Context: an optimization exercise on an open-source flow, tuned for small area. The choices shown serve that exercise and are no tape-out recipe. Only simulation tests tie the RTL to the original design; equivalence was not proved. No activity file was given, so power comes from the tool's default toggle rates.

Setup of job 101:
// spram_top
module spram_top (
    input  logic                  clka,
    input  logic                  rsta,
    input  logic                  ena,
    input  spram_pkg::addr_t      addra,
    input  spram_pkg::data_t      dina,
    input  spram_pkg::lane_mask_t wea,
    input  logic                  regcea,
    output spram_pkg::data_t      douta
);
    localparam int DW = spram_pkg::data_width;
    localparam int BW = spram_pkg::byte_width;
    localparam int NL = spram_pkg::num_lanes;
    localparam int ND = spram_pkg::mem_depth;
    logic [DW-1:0] mem_n [0:ND-1];
    logic [7:0] rd_lo;
    logic [7:0] rd_hi;
    logic [7:0]            wb_lo_n;
    logic [7:0]            wb_hi;
    logic [DW-1:0]         wb_data_n;
    spram_pkg::lane_mask_t wb_lanes;
    logic [7:0] dec_lo;
    logic [7:0] dec_hi;
    always_comb begin
        for (int i = 0; i < 8; i++) begin
            dec_lo[i] = (addra[2:0] == 3'(i));
            dec_hi[i] = (addra[5:3] == 3'(i));
        end
    end
    always_ff @(posedge clka or posedge rsta) begin
        if (rsta) begin
            rd_lo <= '0;
        end else if (ena) begin
            rd_lo <= dec_lo;
        end
    end
  ...
Settings: LEC_CHECK=0, CAP_MARGIN=20, CORE_MARGIN=2, CORE_UTILIZATION=40, CTS_BUF_LIST=sky130_fd_sc_hd__clkbuf_8, CTS_CLUSTER_DIAMETER=60, CTS_CLUSTER_SIZE=18, SETUP_SLACK_MARGIN=0.3, SLEW_MARGIN=20, SYNTH_HIERARCHICAL=1; clock period 3.2 ns.
standard.sh (not shown) runs the stock make flow with config.mk's settings and CLKGATE_MAP_FILE= SYNTH_SCRIPT=/design/flow/synth_recipe.tcl, a recipe that flattens the netlist after the stock synthesis.
==> flow/flow/run.sh <==
#!/bin/bash
# Own layout flow: the standard flow, with the combinational gates of
# the synthesis netlist sized by fanout before floorplan and the ports
# buffered with the smallest buffer.
set -euo pipefail
W=$(pwd)
bash standard.sh synth > "$W/flow_synth.log" 2>&1
bash standard.sh finish PRE_FLOORPLAN_TCL="$W/flow/downsize.tcl" \
  BUFFER_PORTS_ARGS="-buffer_cell sky130_fd_sc_hd__buf_1" > "$W/flow_finish.log" 2>&1
==> flow/flow/downsize.tcl <==
# Sourced by ORFS at the start of floorplan (PRE_FLOORPLAN_TCL): size every
# combinational gate by the fanout of its output, smallest drive for a
# fanout up to 5, drive 2 up to 16, drive 4 above. The flow's own repair
# later sizes up what timing needs.
set db [ord::get_db]
set block [ord::get_db_block]
set n 0
foreach inst [$block getInsts] {
  set name [[$inst getMaster] getName]
  if {![regexp {^(sky130_fd_sc_hd__(nor|nand|and|or|o|a)[0-9a-z]*)_([0-9]+)$} $name -> base kind drive]} {
    continue
  }
  set fanout 0
  foreach it [$inst getITerms] {
    if {[$it isOutputSignal]} {
      set net [$it getNet]
      if {$net ne "NULL"} {
        set fanout [expr {[llength [$net getITerms]] - 1 + [llength [$net getBTerms]]}]
      }
    }
  }
  set want 1
  if {$fanout > 16} {
    set want 4
  } elseif {$fanout > 5} {
    set want 2
  }
  set m "NULL"
  for {set d $want} {$d >= 1 && $m eq "NULL"} {incr d -1} {
    set m [$db findMaster ${base}_$d]
  }
  if {$m ne "NULL" && [$m getName] ne $name} {
    $inst swapMaster $m
    incr n
  }
}
puts "downsize: $n gates resized by fanout"
Job 101: done, clean on timing, DRC and antenna
Here is what was changed in the inputs of job 102 compared with job 101.
Settings: removing SETUP_SLACK_MARGIN (formerly 0.3).
==> flow/run.sh (new file) <==
#!/bin/bash
# synth_recipe.tcl (not shown) runs the flow's synth.tcl, then flattens the netlist and writes it again
# the make line also repeats each setting of config.mk as NAME=value (left out here)
make -C /OpenROAD-flow-scripts/flow DESIGN_CONFIG=/design/flow/config.mk WORK_HOME=/design/flow/orfs CLKGATE_MAP_FILE= SYNTH_SCRIPT=/design/flow/synth_recipe.tcl finish
removed: flow/flow/run.sh
removed: flow/flow/downsize.tcl
removed: flow/standard.sh
==> comparison <==
Comparing job 102 and job 101, the lower count of inserted tapcells was measured on job 101. Via count of the first global-routing pass of job 102 is on par with job 101. From job 101 to job 102 the numbers moved as follows: quantity of gates resized following cts went down 14; part of the total power dissipated in combinational logic held; number of detailed-route iterations in the first pass went up 1; row count shows an increase of 1. Clock skew, job 102 and job 101, lower one = job 102. Multi-input gate share of total cell area ended up 0.17 points lower on job 102 than on job 101. Job 102: non-clock buffer count is 12% higher than what job 101 reported.

---

Another version of the RTL of spram_top (not shown whole).
For scale: ~4000 cells after synthesis, roughly 78 I/O pins.
clock: 3.2 ns
lec_check: 0
cap_margin: 20
core_margin: 2
core_utilization: 60
cts_buf_list: sky130_fd_sc_hd__clkbuf_8
cts_cluster_diameter: 60
cts_cluster_size: 21
place_density: 0.72
setup_slack_margin: 0.3
slew_margin: 20
synth_hierarchical: 1
==> flow/flow/run.sh <==
#!/bin/bash
# Own layout flow: the standard flow, with the combinational gates of
# the synthesis netlist sized by fanout before floorplan, the output ports
# buffered with the smallest buffer after global placement, and a clock
# tree without dummy loads.
set -euo pipefail
W=$(pwd)
CTS="-sink_clustering_enable -repair_clock_nets -sink_clustering_size 21"
CTS="$CTS -sink_clustering_max_diameter 60 -buf_list sky130_fd_sc_hd__clkbuf_8 -dont_use_dummy_load"
bash standard.sh synth > "$W/flow_synth.log" 2>&1
bash standard.sh finish PRE_FLOORPLAN_TCL="$W/flow/downsize.tcl" \
  POST_GLOBAL_PLACE_TCL="$W/flow/outbuf.tcl" CTS_ARGS="$CTS" > "$W/flow_finish.log" 2>&1
==> flow/flow/downsize.tcl <==
# Sourced by ORFS at the start of floorplan (PRE_FLOORPLAN_TCL): size every
# combinational gate by the fanout of its output, smallest drive for a
# fanout up to 5, drive 2 up to 16, drive 4 above. The flow's own repair
# later sizes up what timing needs.
set db [ord::get_db]
set block [ord::get_db_block]
set n 0
foreach inst [$block getInsts] {
  set name [[$inst getMaster] getName]
  if {![regexp {^(sky130_fd_sc_hd__(nor|nand|and|or|o|a)[0-9a-z]*)_([0-9]+)$} $name -> base kind drive]} {
    continue
  }
  set fanout 0
  foreach it [$inst getITerms] {
    if {[$it isOutputSignal]} {
      set net [$it getNet]
      if {$net ne "NULL"} {
        set fanout [expr {[llength [$net getITerms]] - 1 + [llength [$net getBTerms]]}]
      }
    }
  }
  set want 1
  if {$fanout > 16} {
    set want 4
  } elseif {$fanout > 5} {
    set want 2
  }
  set m "NULL"
  for {set d $want} {$d >= 1 && $m eq "NULL"} {incr d -1} {
    set m [$db findMaster ${base}_$d]
  }
  if {$m ne "NULL" && [$m getName] ne $name} {
    $inst swapMaster $m
    incr n
  }
}
puts "downsize: $n gates resized by fanout"
Other scripts of this flow, unchanged in this note and not shown: flow/flow/outbuf.tcl
The starting point finished clean.
Next try:
--- a/flow/flow/run.sh
+++ b/flow/flow/run.sh
@@ -7,3 +7,3 @@
 W=$(pwd)
-CTS="-sink_clustering_enable -repair_clock_nets -sink_clustering_size 21"
+CTS="-sink_clustering_enable -repair_clock_nets -sink_clustering_size 18"
 CTS="$CTS -sink_clustering_max_diameter 60 -buf_list sky130_fd_sc_hd__clkbuf_8 -dont_use_dummy_load"
CTS_CLUSTER_SIZE = 18   (was 21)
The changed run completed without violations.
Setup slack got worse by 0.054 ns.
Wire length hardly moves.
Clock-buffer cell count increases by 7.
Next try:
--- a/flow/flow/run.sh
+++ b/flow/flow/run.sh
@@ -7,3 +7,3 @@
 W=$(pwd)
-CTS="-sink_clustering_enable -repair_clock_nets -sink_clustering_size 18"
+CTS="-sink_clustering_enable -repair_clock_nets -sink_clustering_size 16"
 CTS="$CTS -sink_clustering_max_diameter 60 -buf_list sky130_fd_sc_hd__clkbuf_8 -dont_use_dummy_load"
CORE_UTILIZATION = 70   (was 60)
CTS_CLUSTER_SIZE = 16   (was 18)
PLACE_DENSITY = 0.8   (was 0.72)
The changed run passed the timing, DRC and antenna checks.
Worst setup slack is better by 0.059 ns.
Via count rose by 1.4%.
Power stays flat.
Routed wire length fell by 3.6%.
Clock-buffer cell count rose by 11.
Cell count fell by 3.9%.
Die area fell by 14%.
Combinational power fell by about 3%.
Next try:
--- a/flow/flow/run.sh
+++ b/flow/flow/run.sh
@@ -7,3 +7,3 @@
 W=$(pwd)
-CTS="-sink_clustering_enable -repair_clock_nets -sink_clustering_size 16"
+CTS="-sink_clustering_enable -repair_clock_nets -sink_clustering_size 18"
 CTS="$CTS -sink_clustering_max_diameter 60 -buf_list sky130_fd_sc_hd__clkbuf_8 -dont_use_dummy_load"
CORE_UTILIZATION = 60   (was 70)
CTS_CLUSTER_SIZE = 18   (was 16)
PLACE_DENSITY = 0.72   (was 0.8)
SETUP_SLACK_MARGIN = 0.2   (was 0.3)
Total power hardly moves. Via count is lower by about 1.7%. Non-clock buffer count is lower by 4. Final area stays flat. Sequential power is about the same. Sequential share of layout area is lower by 0.20 points.
Next try:
--- a/flow/flow/downsize.tcl
+++ b/flow/flow/downsize.tcl
@@ -2,3 +2,3 @@
 # combinational gate by the fanout of its output, smallest drive for a
-# fanout up to 5, drive 2 up to 16, drive 4 above. The flow's own repair
+# fanout up to 8, drive 2 up to 16, drive 4 above. The flow's own repair
 # later sizes up what timing needs.
@@ -24,3 +24,3 @@
     set want 4
-  } elseif {$fanout > 5} {
+  } elseif {$fanout > 8} {
     set want 2
SETUP_SLACK_MARGIN = 0.3   (was 0.2)
After rerunning: The changed run passed the timing, DRC and antenna checks; power barely changes; clock-buffer cell count climbs by 3; utilization climbs by 1.8 points; maximum frequency climbs by 0.43%; non-clock buffer count climbs by 277; critical path depth is unchanged.

## what the ideal ports hide
Ports are ideal in the flow. The routed layouts listed here were re-timed in OpenROAD.
Step 1 assumes that a clkbuf_16 drives the clock port and a buf_2 every other input.
Step 2 also shifts input and output timing later by t, the mid clock arrival at the registers, as if the neighbouring blocks saw the same clock.
Slacks: ideal ports / drivers / drivers and shift; pairs: ideal ports / drivers.
run | t, ns | setup WS [ns] | worst setup path at the end
job 101 | 1.028 | 0.298 / 0.298 / 0.298 | register to register
job 102 | 1.008 | 0.127 / 0.127 / 0.127 | register to register
the first run of note 2 | 0.932 | 0.342 / 0.342 / 0.342 | register to register
the second run of note 2 | 0.944 | 0.288 / 0.288 / 0.288 | register to register
the third run of note 2 | 0.921 | 0.348 / 0.348 / 0.348 | register to register
the fourth run of note 2 | 0.948 | 0.219 / 0.219 / 0.219 | register to register
the fifth run of note 2 | 0.945 | 0.231 / 0.231 / 0.231 | register to register
After both steps every run listed still meets setup and hold.
